Source: an optimization exercise on an open RTL-to-GDS flow (aim: small area and a short achievable clock period). Production flows keep margins and buffers that such runs may drop. The RTL was checked by simulation tests, not by an equivalence proof against the original design. Power figures rest on the tool's default switching activity, not on a simulated workload.

**config.mk**
```make
export PLATFORM = sky130hd
export DESIGN_NAME = datapath_top
export DESIGN_NICKNAME = datapath_top
export VERILOG_FILES = /design/flow/design.v
export SDC_FILE = /design/flow/constraint.sdc
export NUM_CORES = 4
export LEC_CHECK = 0
export CAP_MARGIN = 20
export CORE_MARGIN = 2
export CORE_UTILIZATION = 40
export SLEW_MARGIN = 20
```
**constraint.sdc**
```tcl
create_clock -name core_clock -period 7.5 [get_ports {clk}]
set_input_delay 1.5000 -clock core_clock [delete_from_list [all_inputs] [get_ports {clk}]]
set_output_delay 1.5000 -clock core_clock [all_outputs]
set_load 0.01 [all_outputs]
```
**design.v**
```verilog
package mips_pkg;
	localparam int word_width = 32;
	localparam int reg_addr_width = 5;
	typedef logic [word_width-1:0] word_t;
	typedef logic [reg_addr_width-1:0] reg_addr_t;
	localparam logic [5:0] op_rtype = 6'b000000;
	localparam logic [5:0] op_lw    = 6'b100011;
	localparam logic [5:0] op_sw    = 6'b101011;
	localparam logic [5:0] op_beq   = 6'b000100;
	localparam logic [5:0] fn_add = 6'b100000;
	localparam logic [5:0] fn_sub = 6'b100010;
	localparam logic [5:0] fn_and = 6'b100100;
	localparam logic [5:0] fn_or  = 6'b100101;
	localparam logic [5:0] fn_slt = 6'b101010;
	typedef enum logic [1:0] {
		alu_op_add   = 2'b00,
		alu_op_sub   = 2'b01,
		alu_op_funct = 2'b10
	} alu_op_t;
	typedef enum logic [2:0] {
		alu_and = 3'b000,
		alu_or  = 3'b001,
		alu_add = 3'b010,
		alu_sub = 3'b110,
		alu_slt = 3'b111
	} alu_ctrl_t;
	typedef struct packed {
		logic    reg_write;
		logic    mem_to_reg;
		logic    branch;
		logic    mem_read;
		logic    mem_write;
		logic    reg_dest;
		logic    alu_src;
		alu_op_t alu_op;
	} ctrl_t;
endpackage
`timescale 1ns/1ps
module register_file (
	input  logic                clk,
	input  logic                reset_n,
	input  mips_pkg::reg_addr_t rs_addr,
	input  mips_pkg::reg_addr_t rt_addr,
	output mips_pkg::word_t     rs_data,
	output mips_pkg::word_t     rt_data,
	input  logic                wb_en,
	input  mips_pkg::reg_addr_t wb_addr,
	input  mips_pkg::word_t     wb_data
);
	mips_pkg::word_t regs [0:31];
	function automatic logic [31:0] read_port(input logic [4:0] addr);
		logic [31:0] value;
		if (addr == '0) begin
			value = '0;
		end else if (wb_en && (wb_addr == addr)) begin
			value = wb_data;
		end else begin
			value = regs[addr];
		end
		read_port = value;
	endfunction
	always_comb begin
		rs_data = read_port(rs_addr);
		rt_data = read_port(rt_addr);
	end
	always_ff @(posedge clk) begin
		if (!reset_n) begin
			for (int i = 0; i < 32; i++) begin
				regs[i] <= '0;
			end
		end else if (wb_en && (wb_addr != '0)) begin
			regs[wb_addr] <= wb_data;
		end
	end
endmodule
`timescale 1ns/1ps
module decode_stage (
	input  logic                clk,
	input  logic                reset_n,
	input  mips_pkg::word_t     instr,
	input  mips_pkg::word_t     pc_plus4,
	output mips_pkg::ctrl_t     dec_ctrl,
	output mips_pkg::word_t     dec_next_pc,
	output mips_pkg::word_t     dec_read_data_1,
	output mips_pkg::word_t     dec_read_data_2,
	output mips_pkg::word_t     dec_ext_offset,
	output mips_pkg::reg_addr_t dec_rt,
	output mips_pkg::reg_addr_t dec_rd,
	input  logic                wb_en,
	input  mips_pkg::reg_addr_t wb_addr,
	input  mips_pkg::word_t     wb_data
);
	mips_pkg::word_t if_id_instr;
	mips_pkg::word_t if_id_pc;
	logic [5:0] opcode;
	logic [5:0] funct;
	mips_pkg::reg_addr_t rs;
	mips_pkg::reg_addr_t rt;
	mips_pkg::reg_addr_t rd;
	mips_pkg::ctrl_t ctrl;
	mips_pkg::word_t rs_data;
	mips_pkg::word_t rt_data;
	always_ff @(posedge clk) begin
		if (!reset_n) begin
			if_id_instr <= '0;
			if_id_pc <= '0;
		end else begin
			if_id_instr <= instr;
			if_id_pc <= pc_plus4;
		end
	end
	assign opcode = if_id_instr[31:26];
	assign funct = if_id_instr[5:0];
	assign rs = if_id_instr[25:21];
	assign rt = if_id_instr[20:16];
	assign rd = if_id_instr[15:11];
	always_comb begin
		ctrl = '0;
		case (opcode)
			mips_pkg::op_rtype: begin
				if ((funct == mips_pkg::fn_add) || (funct == mips_pkg::fn_sub) ||
					(funct == mips_pkg::fn_and) || (funct == mips_pkg::fn_or) ||
					(funct == mips_pkg::fn_slt)) begin
					ctrl.reg_write = 1'b1;
					ctrl.reg_dest = 1'b1;
					ctrl.alu_op = mips_pkg::alu_op_funct;
				end
			end
			mips_pkg::op_lw: begin
				ctrl.reg_write = 1'b1;
				ctrl.mem_to_reg = 1'b1;
				ctrl.mem_read = 1'b1;
				ctrl.alu_src = 1'b1;
				ctrl.alu_op = mips_pkg::alu_op_add;
			end
			mips_pkg::op_sw: begin
				ctrl.mem_write = 1'b1;
				ctrl.alu_src = 1'b1;
				ctrl.alu_op = mips_pkg::alu_op_add;
			end
			mips_pkg::op_beq: begin
				ctrl.branch = 1'b1;
				ctrl.alu_op = mips_pkg::alu_op_sub;
			end
			default: begin
				ctrl = '0;
			end
		endcase
	end
	register_file u_register_file (
		.clk     (clk),
		.reset_n (reset_n),
		.rs_addr (rs),
		.rt_addr (rt),
		.rs_data (rs_data),
		.rt_data (rt_data),
		.wb_en   (wb_en),
		.wb_addr (wb_addr),
		.wb_data (wb_data)
	);
	assign dec_ctrl = ctrl;
	assign dec_next_pc = if_id_pc;
	assign dec_read_data_1 = rs_data;
	assign dec_read_data_2 = rt_data;
	assign dec_ext_offset = {{16{if_id_instr[15]}}, if_id_instr[15:0]};
	assign dec_rt = rt;
	assign dec_rd = rd;
endmodule
`timescale 1ns/1ps
module id_ex (
	input  logic  clk,
	input  logic  reset_n,
	input mips_pkg::ctrl_t     dec_ctrl,
	input mips_pkg::word_t     dec_next_pc,
	input mips_pkg::word_t     dec_read_data_1,
	input mips_pkg::word_t     dec_read_data_2,
	input mips_pkg::word_t     dec_ext_offset,
	input mips_pkg::reg_addr_t dec_rt,
	input mips_pkg::reg_addr_t dec_rd,
	output mips_pkg::ctrl_t     ex_ctrl,
	output mips_pkg::word_t     ex_next_pc,
	output mips_pkg::word_t     ex_read_data_1,
	output mips_pkg::word_t     ex_read_data_2,
	output mips_pkg::word_t     ex_ext_offset,
	output mips_pkg::reg_addr_t ex_rt,
	output mips_pkg::reg_addr_t ex_rd
);
	mips_pkg::ctrl_t ctrl_q;
	mips_pkg::word_t next_pc_q;
	mips_pkg::word_t read_data_1_q;
	mips_pkg::word_t read_data_2_q;
	mips_pkg::word_t ext_offset_q;
	mips_pkg::reg_addr_t rt_q;
	mips_pkg::reg_addr_t rd_q;
	always_ff @(posedge clk) begin
		if (!reset_n) begin
			ctrl_q <= '0;
			next_pc_q <= '0;
			read_data_1_q <= '0;
			read_data_2_q <= '0;
			ext_offset_q <= '0;
			rt_q <= '0;
			rd_q <= '0;
		end else begin
			ctrl_q <= dec_ctrl;
			next_pc_q <= dec_next_pc;
			read_data_1_q <= dec_read_data_1;
			read_data_2_q <= dec_read_data_2;
			ext_offset_q <= dec_ext_offset;
			rt_q <= dec_rt;
			rd_q <= dec_rd;
		end
	end
	assign ex_ctrl = ctrl_q;
	assign ex_next_pc = next_pc_q;
	assign ex_read_data_1 = read_data_1_q;
	assign ex_read_data_2 = read_data_2_q;
	assign ex_ext_offset = ext_offset_q;
	assign ex_rt = rt_q;
	assign ex_rd = rd_q;
endmodule
`timescale 1ns/1ps
module execute_stage (
	input mips_pkg::ctrl_t     ex_ctrl,
	input mips_pkg::word_t     ex_next_pc,
	input mips_pkg::word_t     ex_read_data_1,
	input mips_pkg::word_t     ex_read_data_2,
	input mips_pkg::word_t     ex_ext_offset,
	input mips_pkg::reg_addr_t ex_rt,
	input mips_pkg::reg_addr_t ex_rd,
	input  mips_pkg::word_t     load_data,
	output mips_pkg::word_t     alu_result,
	output mips_pkg::word_t     mem_addr,
	output mips_pkg::word_t     mem_wdata,
	output logic                mem_read,
	output logic                mem_write,
	output logic                branch_taken,
	output mips_pkg::word_t     branch_target,
	output logic                wb_en,
	output mips_pkg::reg_addr_t wb_addr,
	output mips_pkg::word_t     wb_data
);
	mips_pkg::alu_ctrl_t alu_ctrl;
	mips_pkg::word_t alu_a;
	mips_pkg::word_t alu_b;
	mips_pkg::word_t result;
	logic [5:0] funct;
	logic zero;
	assign funct = ex_ext_offset[5:0];
	always_comb begin
		case (ex_ctrl.alu_op)
			mips_pkg::alu_op_add: alu_ctrl = mips_pkg::alu_add;
			mips_pkg::alu_op_sub: alu_ctrl = mips_pkg::alu_sub;
			default: begin
				case (funct)
					mips_pkg::fn_add: alu_ctrl = mips_pkg::alu_add;
					mips_pkg::fn_sub: alu_ctrl = mips_pkg::alu_sub;
					mips_pkg::fn_or:  alu_ctrl = mips_pkg::alu_or;
					mips_pkg::fn_slt: alu_ctrl = mips_pkg::alu_slt;
					default:          alu_ctrl = mips_pkg::alu_and;
				endcase
			end
		endcase
	end
	assign alu_a = ex_read_data_1;
	assign alu_b = ex_ctrl.alu_src ? ex_ext_offset : ex_read_data_2;
	always_comb begin
		case (alu_ctrl)
			mips_pkg::alu_and: result = alu_a & alu_b;
			mips_pkg::alu_or:  result = alu_a | alu_b;
			mips_pkg::alu_add: result = alu_a + alu_b;
			mips_pkg::alu_sub: result = alu_a - alu_b;
			mips_pkg::alu_slt: begin
				result = '0;
				result[0] = $signed(alu_a) < $signed(alu_b);
			end
			default: result = '0;
		endcase
	end
	assign zero = (result == '0);
	assign alu_result = result;
	assign branch_taken = ex_ctrl.branch & zero;
	assign branch_target = ex_next_pc + {ex_ext_offset[29:0], 2'b00};
	assign mem_addr = result;
	assign mem_wdata = ex_read_data_2;
	assign mem_read = ex_ctrl.mem_read;
	assign mem_write = ex_ctrl.mem_write;
	assign wb_en = ex_ctrl.reg_write;
	assign wb_addr = ex_ctrl.reg_dest ? ex_rd : ex_rt;
	assign wb_data = ex_ctrl.mem_to_reg ? load_data : result;
endmodule
`timescale 1ns/1ps
module datapath_top (
	input  logic            clk,
	input  logic            reset_n,
	input  mips_pkg::word_t instr,
	input  mips_pkg::word_t pc_plus4,
	input  mips_pkg::word_t load_data,
	output mips_pkg::word_t alu_result,
	output mips_pkg::word_t mem_addr,
	output mips_pkg::word_t mem_wdata,
	output logic            mem_read,
	output logic            mem_write,
	output logic            branch_taken,
	output mips_pkg::word_t branch_target
);
	logic wb_en;
	mips_pkg::reg_addr_t wb_addr;
	mips_pkg::word_t wb_data;
	mips_pkg::ctrl_t dec_ctrl;
	mips_pkg::word_t dec_next_pc;
	mips_pkg::word_t dec_read_data_1;
	mips_pkg::word_t dec_read_data_2;
	mips_pkg::word_t dec_ext_offset;
	mips_pkg::reg_addr_t dec_rt;
	mips_pkg::reg_addr_t dec_rd;
	mips_pkg::ctrl_t ex_ctrl;
	mips_pkg::word_t ex_next_pc;
	mips_pkg::word_t ex_read_data_1;
	mips_pkg::word_t ex_read_data_2;
	mips_pkg::word_t ex_ext_offset;
	mips_pkg::reg_addr_t ex_rt;
	mips_pkg::reg_addr_t ex_rd;
	decode_stage u_decode_stage (
		.clk      (clk),
		.reset_n  (reset_n),
		.instr    (instr),
		.pc_plus4 (pc_plus4),
		.dec_ctrl (dec_ctrl),
		.dec_next_pc (dec_next_pc),
		.dec_read_data_1 (dec_read_data_1),
		.dec_read_data_2 (dec_read_data_2),
		.dec_ext_offset (dec_ext_offset),
		.dec_rt (dec_rt),
		.dec_rd (dec_rd),
		.wb_en    (wb_en),
		.wb_addr  (wb_addr),
		.wb_data  (wb_data)
	);
	id_ex u_id_ex (
		.clk     (clk),
		.reset_n (reset_n),
		.dec_ctrl (dec_ctrl),
		.dec_next_pc (dec_next_pc),
		.dec_read_data_1 (dec_read_data_1),
		.dec_read_data_2 (dec_read_data_2),
		.dec_ext_offset (dec_ext_offset),
		.dec_rt (dec_rt),
		.dec_rd (dec_rd),
		.ex_ctrl (ex_ctrl),
		.ex_next_pc (ex_next_pc),
		.ex_read_data_1 (ex_read_data_1),
		.ex_read_data_2 (ex_read_data_2),
		.ex_ext_offset (ex_ext_offset),
		.ex_rt (ex_rt),
		.ex_rd (ex_rd)
	);
	execute_stage u_execute_stage (
		.ex_ctrl (ex_ctrl),
		.ex_next_pc (ex_next_pc),
		.ex_read_data_1 (ex_read_data_1),
		.ex_read_data_2 (ex_read_data_2),
		.ex_ext_offset (ex_ext_offset),
		.ex_rt (ex_rt),
		.ex_rd (ex_rd),
		.load_data     (load_data),
		.alu_result    (alu_result),
		.mem_addr      (mem_addr),
		.mem_wdata     (mem_wdata),
		.mem_read      (mem_read),
		.mem_write     (mem_write),
		.branch_taken  (branch_taken),
		.branch_target (branch_target),
		.wb_en         (wb_en),
		.wb_addr       (wb_addr),
		.wb_data       (wb_data)
	);
endmodule
```
**run.sh**
```bash
#!/bin/bash
# synth_recipe.tcl (not shown) runs the flow's synth.tcl, then flattens the netlist and writes it again
# the make line also repeats each setting of config.mk as NAME=value (left out here)
make -C /OpenROAD-flow-scripts/flow DESIGN_CONFIG=/design/flow/config.mk WORK_HOME=/design/flow/orfs CLKGATE_MAP_FILE= SYNTH_SCRIPT=/design/flow/synth_recipe.tcl finish
```
==> run notes <==
## area by class of cell
type / instances / area [sq um] / share of cell area [%]
repair buffers: 393 / 3690 / 4.90
clock inverters: 68 / 658 / 0.874
multi-input cells: 3937 / 29500 / 39.2
diodes: 1 / 2.50 / 0.00332
well taps: 2175 / 2720 / 3.61
flip-flops and latches: 1212 / 34600 / 45.9
inverters: 117 / 439 / 0.583
clock buffers: 179 / 3680 / 4.88
## where the power goes
part	internal (uW)	switching [uW]	total, uW	leakage [uW]
sequential	7550	204	7750	0.0121
combinational	1300	2510	3810	0.0120
clock	3730	2880	6610	0.00213
total	12600	5590	18200	0.0263
## stage by stage
step           area [sq um]  util, %  worst slack [ns]
2_1_floorplan         66000        -              1.28
3_3_place_gp          70800     43.4             0.644
3_5_place_dp          70800     43.4             0.598
4_1_cts               75200     46.1           0.00950
5_1_grt               75300     46.1          -0.00161
6_report              75300     46.1             0.270
## critical path, stage by stage, from the launching register on
cell and delay [ns]:
dfxtp_4 0.39, buf_6 0.22, mux2i_2 0.30, inv_1 0.07, ha_1 0.24, a211o_1 0.32
a2111oi_4 0.43, buf_4 0.19, o2111ai_1 0.18, a31oi_2 0.44, o21a_1 0.16, o211ai_1 0.14
a211o_1 0.30, or4_4 0.44, nor4_2 0.14, and4b_1 0.24, and4_1 0.19, clkdlybuf4s50_1 0.54
## metal layers
layer | global-route usage, % | up-vias | wire length (microns)
li1 | - | 21400 | -
met5 | 0 | - | 0
met1 | 36.7 | 25500 | 93500
met4 | 10.6 | 0 | 9070
met2 | 45.1 | 3049 | 112000
met3 | 6.11 | 523 | 25600
## final timing paths
kind	from	end	slack, ns	cells past startpoint
setup / recovery	u_id_ex.ctrl_q[2]	branch_taken	0.27	17
hold / removal	u_decode_stage.if_id_instr[15]	u_id_ex.ext_offset_q[15]	0.43	1
setup reg to reg	u_id_ex.ctrl_q[2]	u_id_ex.read_data_2_q[31]	2.31	14
hold reg to reg	u_decode_stage.if_id_instr[15]	u_id_ex.ext_offset_q[15]	0.43	1
## synth_stat cells (31+ instances only)
| master | instances |
|---|---|
| nor2_1 | 1377 |
| edfxtp_1 | 1024 |
| mux2i_1 | 434 |
| clkbuf_1 | 389 |
| a21oi_1 | 290 |
| mux4_2 | 262 |
| o21ai_0 | 244 |
| dfxtp_1 | 188 |
| a221oi_1 | 169 |
| mux2_2 | 130 |
| ha_1 | 129 |
| and2_1 | 122 |
| inv_1 | 115 |
| nand2_1 | 114 |
| a22oi_1 | 92 |
| buf_1 | 63 |
| o211ai_1 | 62 |
| buf_2 | 45 |
| buf_4 | 34 |
| nand3_1 | 31 |
| xnor2_1 | 31 |
## kinds of logic after synthesis
group                    Yosys count  share of synthesized area, %
AND/OR/NAND/NOR                 1807                          11.6
flip-flops                      1212                          52.4
AO/OA/AOI/OAI                   1095                          11.1
multiplexers                     829                          17.8
buffers and inverters            648                          3.97
adder cells (fa/ha/maj)          132                          2.54
XOR/XNOR                          42                         0.570
other                              1                       0.00569
## timing repair
item                       CTS  global route
hold endpoints to repair     0             0
hold buffers                 0             0
resized for setup            4            14
buffers inserted             0             1
gates cloned                 0             0
pin swaps                    1             3
setup endpoints to repair    1             1
## registers in the layout, summed over array words and instances, names as in the netlist
register / flops
u_id_ex.next_pc_q: 32
u_id_ex.rd_q: 4
u_decode_stage.u_register_file.regs: 1024
u_id_ex.read_data_1_q: 32
u_id_ex.ctrl_q: 7
u_id_ex.read_data_2_q: 32
u_decode_stage.if_id_instr: 32
u_id_ex.ext_offset_q: 12
u_decode_stage.if_id_pc: 32
u_id_ex.rt_q: 5
==> impl_metrics.py <==
metrics = {
    "pwr": {
        "p_total_uw": 18200,
        "p_leak_uw": 0.0263,
        "ir_worst_vdd_mv": 0.252,
        "pwr_density_cell_nw_per_um2": 241,
    },
    "timing": {
        "tightest_slew_ns": 1.17,
        "fmax_mhz": 138,
        "relSlewSlack_pct": 21.0,
        "skew_ns": 0.0422,
        "holdWs_ns": 0.431,
        "min_period_ns": 7.23,
        "setup_viol": 0,
        "fin_crit_sh_pct": 96.4,
        "setup_tns_ns": 0,
        "hold_viol_final": 0,
        "slew_viol_final": 0,
    },
    "clock_network": {
        "clk_pin_slew_ns": 0.06,
        "clk_latency_ns": 0.81,
        "clock-sinks": 1212,
        "cts_made_buffers": 136,
        "cts_tree": "done",
        "clk_path_buf_depth": 3,
        "htreeDepth": 4,
        "clockRootBuffer": "clkbuf_16",
    },
    "worst_setup_path": {
        "crit_required_ns": 6.00,
        "cp-start-kind": "flop",
        "path_class": "flop to output pin",
        "worstPathMaxFanout": 14,
        "worstPathArrival_ns": 5.73,
        "endpoint_kind": "output pin",
    },
    "floorplan": {
        "die_x_microns": 410,
        "core_area_sq_um": 163000,
        "die_area_sq_um": 168000,
        "rows": 148,
        "die_y_microns": 410,
        "io_pins": 229,
        "start_util_pct": 40.4,
    },
    "layout": {
        "drive_above_1_share_pct": 15.6,
        "areaGrowthSynthToFinish_pct": 14.2,
        "fillCellCount": 14600,
        "layout_commonest_cell": "nor2_1",
        "instances_no_fill": 8082,
        "fin_nets": 6027,
        "mostFrequentLayoutCells": "nor2_1, edfxtp_1, mux2i_1",
    },
    "route": {
        "drt_wl_total_microns": 240000,
        "final_antenna_net_count": 0,
        "dr_total_vias": 50500,
        "first_pass_iters": 6,
        "drc_errors": 0,
        "vias_per_cell": 6.25,
        "wl_per_cell_microns": 29.7,
        "drtIter0Drc": 6026,
    },
    "placement": {
        "dp_hpwl_microns": 146000,
        "io_buffers": 228,
        "place_inst": 7831,
        "place_congestion": 0.887,
    },
    "synthesis": {
        "synth_cell_types": 107,
        "avgSynthCellArea_sq_um": 11.4,
        "yosys_warnings": 4,
        "yosys_register_bits": 1212,
        "async_flop_share_pct": 0,
        "ys_seq_area_share_pct": 52.4,
        "netlist_area_sq_um": 65900,
        "yosys.area.top_type_share_pct": 46.7,
        "yosys.area.top_type": "edfxtp_1",
        "synth_edf_count": 1024,
        "ys.flop_type": "edfxtp_1",
        "synthesis.instances": 5766,
        "netlist_top_cells_area": "edfxtp_1, mux4_2, nor2_1",
    },
    "hold_path": {
        "hp-class": "flop to flop",
    },
    "grt": {
        "antenna_found_initial": 4,
        "grt-ovfl-total": 0,
        "grt_pass1_wl_microns": 343000,
        "grt_pass1_vias": 49400,
        "grt_max_degree": 112,
        "grt_usage_pct": 27.9,
    },
    "outcome": {
        "status": "timing/DRC/antenna clean",
    },
    "job": {
        "cap_violations": 0,
    },
}

re-timing with driven ports:
The flow's constraints put no driver on any port. The routed layout listed below was extracted and timed again, unchanged, in two steps. Step 1: set_driving_cell puts a clkbuf_16 on clk and a buf_2 on each other input, an assumption about the parent block. Step 2 moves the port delays by t, midway between the first and last clock arrival at a register: inputs arrive t later, outputs are due t later. That takes back most of the time a late clock gives input paths. Slacks: ideal / step 1 / step 2; pairs: ideal / step 1.
t, ns: 0.872
setup slack, ns: 0.270 / 0.185 / 1.057
latest minus earliest clock arrival (ns): 0.044 / 0.044
worst data-port slew with drivers (ns): 0.07
After both steps this run still meets setup and hold. For this run, drivers alone change the setup slack by -0.085 ns; drivers and shift together by +0.787 ns.
